From an optimization exercise on the open Yosys and OpenROAD flow, aimed at small area; shortcuts taken in it are not production practice. Where RTL was checked, it was by simulation tests only, not by an equivalence proof against the original.

maple:
==> flow/design.v <==
package ctw_pkg;
	localparam int TIMER_COUNT = 16;
	localparam int REM_W       = 16;   
	localparam int ENT_W       = 4 + REM_W;
	typedef enum logic [1:0] {
		OP_SCHED = 2'd0,
		OP_STOP  = 2'd1,
		OP_TICK  = 2'd2,
		OP_NONE  = 2'd3
	} op_t;
	typedef enum logic [1:0] {
		KIND_SCHED      = 2'd0,
		KIND_STOP       = 2'd1,
		KIND_FIRED      = 2'd2,
		KIND_IDLE_TICK  = 2'd3
	} kind_t;
	typedef enum logic [2:0] {
		ST_CLR,
		ST_IDLE,
		ST_SCHP,
		ST_SCANW,
		ST_SCAN,
		ST_EMIT,
		ST_DEC
	} state_t;
endpackage
module ctw_mem (
	input  logic                      clk,
	input  logic [ctw_pkg::ENT_W-1:0] wr_data,
	output logic [ctw_pkg::ENT_W-1:0] rd_data,
	output logic [ctw_pkg::ENT_W-1:0] rd_next
);
	localparam int W = ctw_pkg::ENT_W;
	localparam int N = ctw_pkg::TIMER_COUNT;
	logic [W*N-1:0] ring_q;
	always_ff @(posedge clk) begin
		ring_q <= {wr_data, ring_q[W*N-1:W]};
	end
	assign rd_data = ring_q[W-1:0];
	assign rd_next = ring_q[2*W-1:W];
endmodule
module callout_timer_wheel (
	input  logic        clk,
	input  logic        arst_n,
	input  logic        s_axis_tvalid,
	output logic        s_axis_tready,
	input  logic [23:0] s_axis_tdata,   
	input  logic [1:0]  s_axis_tuser,   
	output logic        m_axis_tvalid,
	input  logic        m_axis_tready,
	output logic [39:0] m_axis_tdata,   
	output logic [1:0]  m_axis_tuser,   
	output logic        m_axis_tlast
);
	localparam int RW = ctw_pkg::REM_W;
	ctw_pkg::state_t state_q, state_d;
	logic [3:0]      cnt_q;
	logic            sh_q;            
	logic [31:0]     time_q;
	logic            found_q, multi_q;
	logic [ctw_pkg::ENT_W-1:0] rd_ent, rd_nxt, wr_ent;
	logic [3:0]      t_id;
	logic [RW-1:0]   t_rem;
	logic [3:0]      w_id;
	logic [RW-1:0]   w_rem;
	logic [1:0]      in_op;
	logic [3:0]      in_id;
	logic [15:0]     in_delay;
	logic [15:0]     delay_eff;
	logic            hit;             
	logic            pend;
	logic            due;
	logic            last_pos;
	logic [15:0]     add_b;
	logic [15:0]     sum_lo;
	logic            c16;
	logic            hi_cin;
	logic [15:0]     hi_inc;
	logic            out_free;
	logic            tick_acc;
	logic            load;            
	logic [1:0]      ld_kind;
	logic            capture;         
	logic            out_valid_q;
	logic [1:0]      out_kind_q;
	logic [3:0]      out_id_q;
	logic            out_pend_q;
	logic [15:0]     out_lo_q;
	logic            out_c_q;
	assign in_op     = s_axis_tuser;
	assign in_id     = s_axis_tdata[3:0];
	assign in_delay  = s_axis_tdata[19:4];
	assign delay_eff = {in_delay[15:1], in_delay[0] | (in_delay == 16'd0)};
	ctw_mem u_mem (
		.clk     (clk),
		.wr_data (wr_ent),
		.rd_data (rd_ent),
		.rd_next (rd_nxt)
	);
	assign {t_id, t_rem} = rd_ent;
	assign wr_ent        = {w_id, w_rem};
	assign hit      = (t_id == in_id);
	assign pend     = (t_rem != '0);
	assign due      = (t_rem == RW'(1));
	assign last_pos = (cnt_q == 4'd15);
	assign out_free = !out_valid_q || m_axis_tready;
	assign tick_acc = (state_q == ctw_pkg::ST_IDLE) && s_axis_tvalid &&
		(in_op == ctw_pkg::OP_TICK) && last_pos && !out_valid_q;
	always_comb begin
		add_b = 16'd0;
		if ((state_q == ctw_pkg::ST_IDLE) || (state_q == ctw_pkg::ST_SCHP)) begin
			if (in_op == ctw_pkg::OP_SCHED) add_b = delay_eff;
			else if (in_op == ctw_pkg::OP_TICK) add_b = 16'd1;
		end
	end
	assign {c16, sum_lo} = {1'b0, time_q[15:0]} + {1'b0, add_b};
	assign hi_cin = out_valid_q ? out_c_q : (&time_q[15:0]);
	assign hi_inc = time_q[31:16] + {15'd0, hi_cin};
	always_comb begin
		state_d       = state_q;
		s_axis_tready = 1'b0;
		w_id          = t_id;
		w_rem         = t_rem;
		load          = 1'b0;
		ld_kind       = ctw_pkg::KIND_SCHED;
		capture       = 1'b0;
		case (state_q)
			ctw_pkg::ST_CLR: begin
				w_id  = cnt_q;
				w_rem = '0;
				if (last_pos) state_d = ctw_pkg::ST_IDLE;
			end
			ctw_pkg::ST_IDLE: begin
				if (s_axis_tvalid) begin
					case (in_op)
						ctw_pkg::OP_SCHED: begin
							if (last_pos && !out_valid_q) state_d = ctw_pkg::ST_SCHP;
						end
						ctw_pkg::OP_STOP: begin
							if (hit && out_free) begin
								s_axis_tready = 1'b1;
								load          = 1'b1;
								ld_kind       = ctw_pkg::KIND_STOP;
								capture       = 1'b1;
								w_rem         = '0;
							end
						end
						ctw_pkg::OP_TICK: begin
							if (last_pos && !out_valid_q) begin
								s_axis_tready = 1'b1;
								state_d       = ctw_pkg::ST_SCAN;
							end
						end
						default: s_axis_tready = 1'b1;
					endcase
				end
			end
			ctw_pkg::ST_SCHP: begin
				if (!sh_q && hit) capture = 1'b1;
				if (last_pos) begin
					w_id          = in_id;
					w_rem         = delay_eff;
					s_axis_tready = 1'b1;
					load          = 1'b1;
					state_d       = ctw_pkg::ST_IDLE;
				end else if (sh_q || hit) begin
					{w_id, w_rem} = rd_nxt;
				end
			end
			ctw_pkg::ST_SCANW: begin
				if (last_pos && !out_valid_q) state_d = ctw_pkg::ST_SCAN;
			end
			ctw_pkg::ST_SCAN: begin
				if (due && !found_q) begin
					capture = 1'b1;
					w_rem   = '0;
				end
				if (last_pos) state_d = ctw_pkg::ST_EMIT;
			end
			ctw_pkg::ST_EMIT: begin
				load    = 1'b1;
				ld_kind = found_q ? ctw_pkg::KIND_FIRED : ctw_pkg::KIND_IDLE_TICK;
				if (found_q && multi_q) begin
					state_d = ctw_pkg::ST_SCANW;
				end else begin
					state_d = ctw_pkg::ST_DEC;
					if (pend) w_rem = t_rem - RW'(1);
				end
			end
			default: begin  
				if (pend) w_rem = t_rem - RW'(1);
				if (last_pos) state_d = ctw_pkg::ST_IDLE;
			end
		endcase
	end
	always_ff @(posedge clk or negedge arst_n) begin
		if (!arst_n) begin
			state_q <= ctw_pkg::ST_CLR;
			cnt_q   <= 4'd0;
			sh_q    <= 1'b0;
		end else begin
			state_q <= state_d;
			cnt_q   <= cnt_q + 4'd1;
			if (state_q == ctw_pkg::ST_SCHP) sh_q <= !last_pos && (sh_q || hit);
		end
	end
	always_ff @(posedge clk) begin
		if (state_q == ctw_pkg::ST_CLR) begin
			time_q <= 32'd0;
		end else if (tick_acc) begin
			time_q <= {hi_inc, sum_lo};
		end
		if (state_d == ctw_pkg::ST_SCAN && state_q != ctw_pkg::ST_SCAN) begin
			found_q <= 1'b0;
			multi_q <= 1'b0;
		end else if ((state_q == ctw_pkg::ST_SCAN) && due) begin
			found_q <= 1'b1;
			if (found_q) multi_q <= 1'b1;
		end
	end
	always_ff @(posedge clk or negedge arst_n) begin
		if (!arst_n) begin
			out_valid_q <= 1'b0;
		end else if (load) begin
			out_valid_q <= 1'b1;
		end else if (m_axis_tready) begin
			out_valid_q <= 1'b0;
		end
	end
	always_ff @(posedge clk) begin
		if (load) out_kind_q <= ld_kind;
		if (capture) begin
			out_id_q   <= t_id;
			out_pend_q <= pend;
			out_lo_q   <= sum_lo;
			out_c_q    <= c16;
		end
	end
	assign m_axis_tvalid = out_valid_q;
	assign m_axis_tdata  = {3'b000,
		{hi_inc, out_lo_q} & {32{!out_kind_q[0]}},
		out_pend_q & !out_kind_q[1],
		out_id_q & {4{!(&out_kind_q)}}};
	assign m_axis_tuser  = out_kind_q;
	assign m_axis_tlast  = !((out_kind_q == ctw_pkg::KIND_FIRED) && multi_q);
endmodule
Settings: LEC_CHECK=0, CAP_MARGIN=20, CORE_MARGIN=2, CORE_UTILIZATION=60, SLEW_MARGIN=20; clock period 5.0 ns.
standard.sh (not shown) runs the stock make flow with config.mk's settings and CLKGATE_MAP_FILE= SYNTH_SCRIPT=/design/flow/synth_recipe.tcl, a recipe that flattens the netlist after the stock synthesis.
==> flow/flow/run.sh <==
#!/bin/bash
# Layout with the standard flow (standard.sh), changing only how ports are
# buffered (the smallest buffer) and how the clock tree is built (larger sink
# clusters, no dummy loads). Each tool's output is in orfs/logs/; make's own
# output in flow.log.
set -euo pipefail
export BUFFER_PORTS_ARGS="-buffer_cell sky130_fd_sc_hd__buf_1"
export CTS_ARGS="-sink_clustering_enable -repair_clock_nets -dont_use_dummy_load -sink_clustering_size 25 -sink_clustering_max_diameter 80"
bash standard.sh finish > flow.log 2>&1
diff inputs: maple => willow
--- a/flow/design.v
+++ b/flow/design.v
@@ -82,4 +82,8 @@
 	logic [1:0]      ld_kind;
 	logic            capture;         
+	logic            f_dec;           
+	logic            f_clr;           
+	logic            f_shift;         
+	logic            f_new;           
 	logic            out_valid_q;
 	logic [1:0]      out_kind_q;
@@ -114,12 +118,26 @@
 		end
 	end
-	assign {c16, sum_lo} = {1'b0, time_q[15:0]} + {1'b0, add_b};
 	assign hi_cin = out_valid_q ? out_c_q : (&time_q[15:0]);
-	assign hi_inc = time_q[31:16] + {15'd0, hi_cin};
+	logic [16:0] add_c, inc_c, dec_b;
+	logic [RW-1:0] rem_dec;
+	assign add_c[0] = 1'b0;
+	assign inc_c[0] = hi_cin;
+	assign dec_b[0] = pend && f_dec;    
+	for (genvar i = 0; i < 16; i++) begin : g_arith
+		assign sum_lo[i]    = time_q[i] ^ add_b[i] ^ add_c[i];
+		assign add_c[i+1]   = (time_q[i] & add_b[i]) | (add_c[i] & (time_q[i] ^ add_b[i]));
+		assign hi_inc[i]    = time_q[16+i] ^ inc_c[i];
+		assign inc_c[i+1]   = time_q[16+i] & inc_c[i];
+		assign rem_dec[i]   = t_rem[i] ^ dec_b[i];
+		assign dec_b[i+1]   = !t_rem[i] & dec_b[i];
+	end
+	assign c16 = add_c[16];
 	always_comb begin
 		state_d       = state_q;
 		s_axis_tready = 1'b0;
-		w_id          = t_id;
-		w_rem         = t_rem;
+		f_dec         = 1'b0;
+		f_clr         = 1'b0;
+		f_shift       = 1'b0;
+		f_new         = 1'b0;
 		load          = 1'b0;
 		ld_kind       = ctw_pkg::KIND_SCHED;
@@ -127,6 +145,5 @@
 		case (state_q)
 			ctw_pkg::ST_CLR: begin
-				w_id  = cnt_q;
-				w_rem = '0;
+				f_clr = 1'b1;
 				if (last_pos) state_d = ctw_pkg::ST_IDLE;
 			end
@@ -143,5 +160,5 @@
 								ld_kind       = ctw_pkg::KIND_STOP;
 								capture       = 1'b1;
-								w_rem         = '0;
+								f_clr         = 1'b1;
 							end
 						end
@@ -159,11 +176,10 @@
 				if (!sh_q && hit) capture = 1'b1;
 				if (last_pos) begin
-					w_id          = in_id;
-					w_rem         = delay_eff;
+					f_new         = 1'b1;
 					s_axis_tready = 1'b1;
 					load          = 1'b1;
 					state_d       = ctw_pkg::ST_IDLE;
 				end else if (sh_q || hit) begin
-					{w_id, w_rem} = rd_nxt;
+					f_shift = 1'b1;
 				end
 			end
@@ -174,5 +190,5 @@
 				if (due && !found_q) begin
 					capture = 1'b1;
-					w_rem   = '0;
+					f_dec   = 1'b1;
 				end
 				if (last_pos) state_d = ctw_pkg::ST_EMIT;
@@ -185,12 +201,23 @@
 				end else begin
 					state_d = ctw_pkg::ST_DEC;
-					if (pend) w_rem = t_rem - RW'(1);
+					f_dec   = 1'b1;
 				end
 			end
 			default: begin  
-				if (pend) w_rem = t_rem - RW'(1);
+				f_dec = 1'b1;
 				if (last_pos) state_d = ctw_pkg::ST_IDLE;
 			end
 		endcase
+	end
+	always_comb begin
+		if (f_shift) begin
+			{w_id, w_rem} = rd_nxt;
+		end else if (f_new) begin
+			w_id  = in_id;
+			w_rem = delay_eff;
+		end else begin
+			w_id  = (state_q == ctw_pkg::ST_CLR) ? cnt_q : t_id;
+			w_rem = rem_dec & {RW{!f_clr}};
+		end
 	end
 	always_ff @(posedge clk or negedge arst_n) begin
### Flow results
- The final report for willow shows a completed flow and a layout that fails verification, specifically setup timing.
- willow vs maple: final RePlAce weighted congestion up by a few percent
- Post-synthesis cell count (higher): maple
- Looking at length of the first detailed-routing pass in iterations across willow and maple, the one that comes out lower is willow.
- Relative to maple, sequential fraction of the synthesis area increased by 3.5 points in willow.
- Summary of the comparison: global routing usage on met2 is lower in willow, relative to maple.
- Compared with maple, in willow number of buffers inserted by post-CTS setup repair went up by 3, fmax lower, cell area saw an increase, combined flip-flop and latch cell area flat.
- Compared willow vs maple, and non-clock buffer count is up in willow.
- Higher largest net degree at the start of global routing was reported by willow, not maple.
- On die area: between willow and maple, it ends up higher for maple.
- Run comparison: willow worst setup path category input pin to flop; maple worst setup path category flop to output pin
For willow, only the layout was checked, not whether the RTL still works.

==> port drivers added, routing unchanged <==
Ports are ideal in the flow. The routed layouts listed here were re-timed in OpenROAD.
Step 1 (the two cells are an assumption about what drives the block):
set clk [get_ports {clk}]
set_driving_cell -lib_cell sky130_fd_sc_hd__clkbuf_16 $clk
set_driving_cell -lib_cell sky130_fd_sc_hd__buf_2 [delete_from_list [all_inputs] $clk]
Step 2 also shifts input and output timing later by t, the mid clock arrival at the registers, as if the neighbouring blocks saw the same clock.
Slacks: no drivers / after step 1 / after step 2; pairs: no drivers / after step 1.
run | shift t [ns] | setup slack, ns | hold WS [ns]
maple | 0.542 | 0.381 / 0.337 / 0.728 | 0.292 / 0.292 / 0.292
willow | 0.515 | -2.193 / -2.188 / -2.703 | 0.265 / 0.265 / 0.265
The setup slack of willow, which loses most, moves by +0.005 ns with the drivers and by -0.510 ns with both steps.
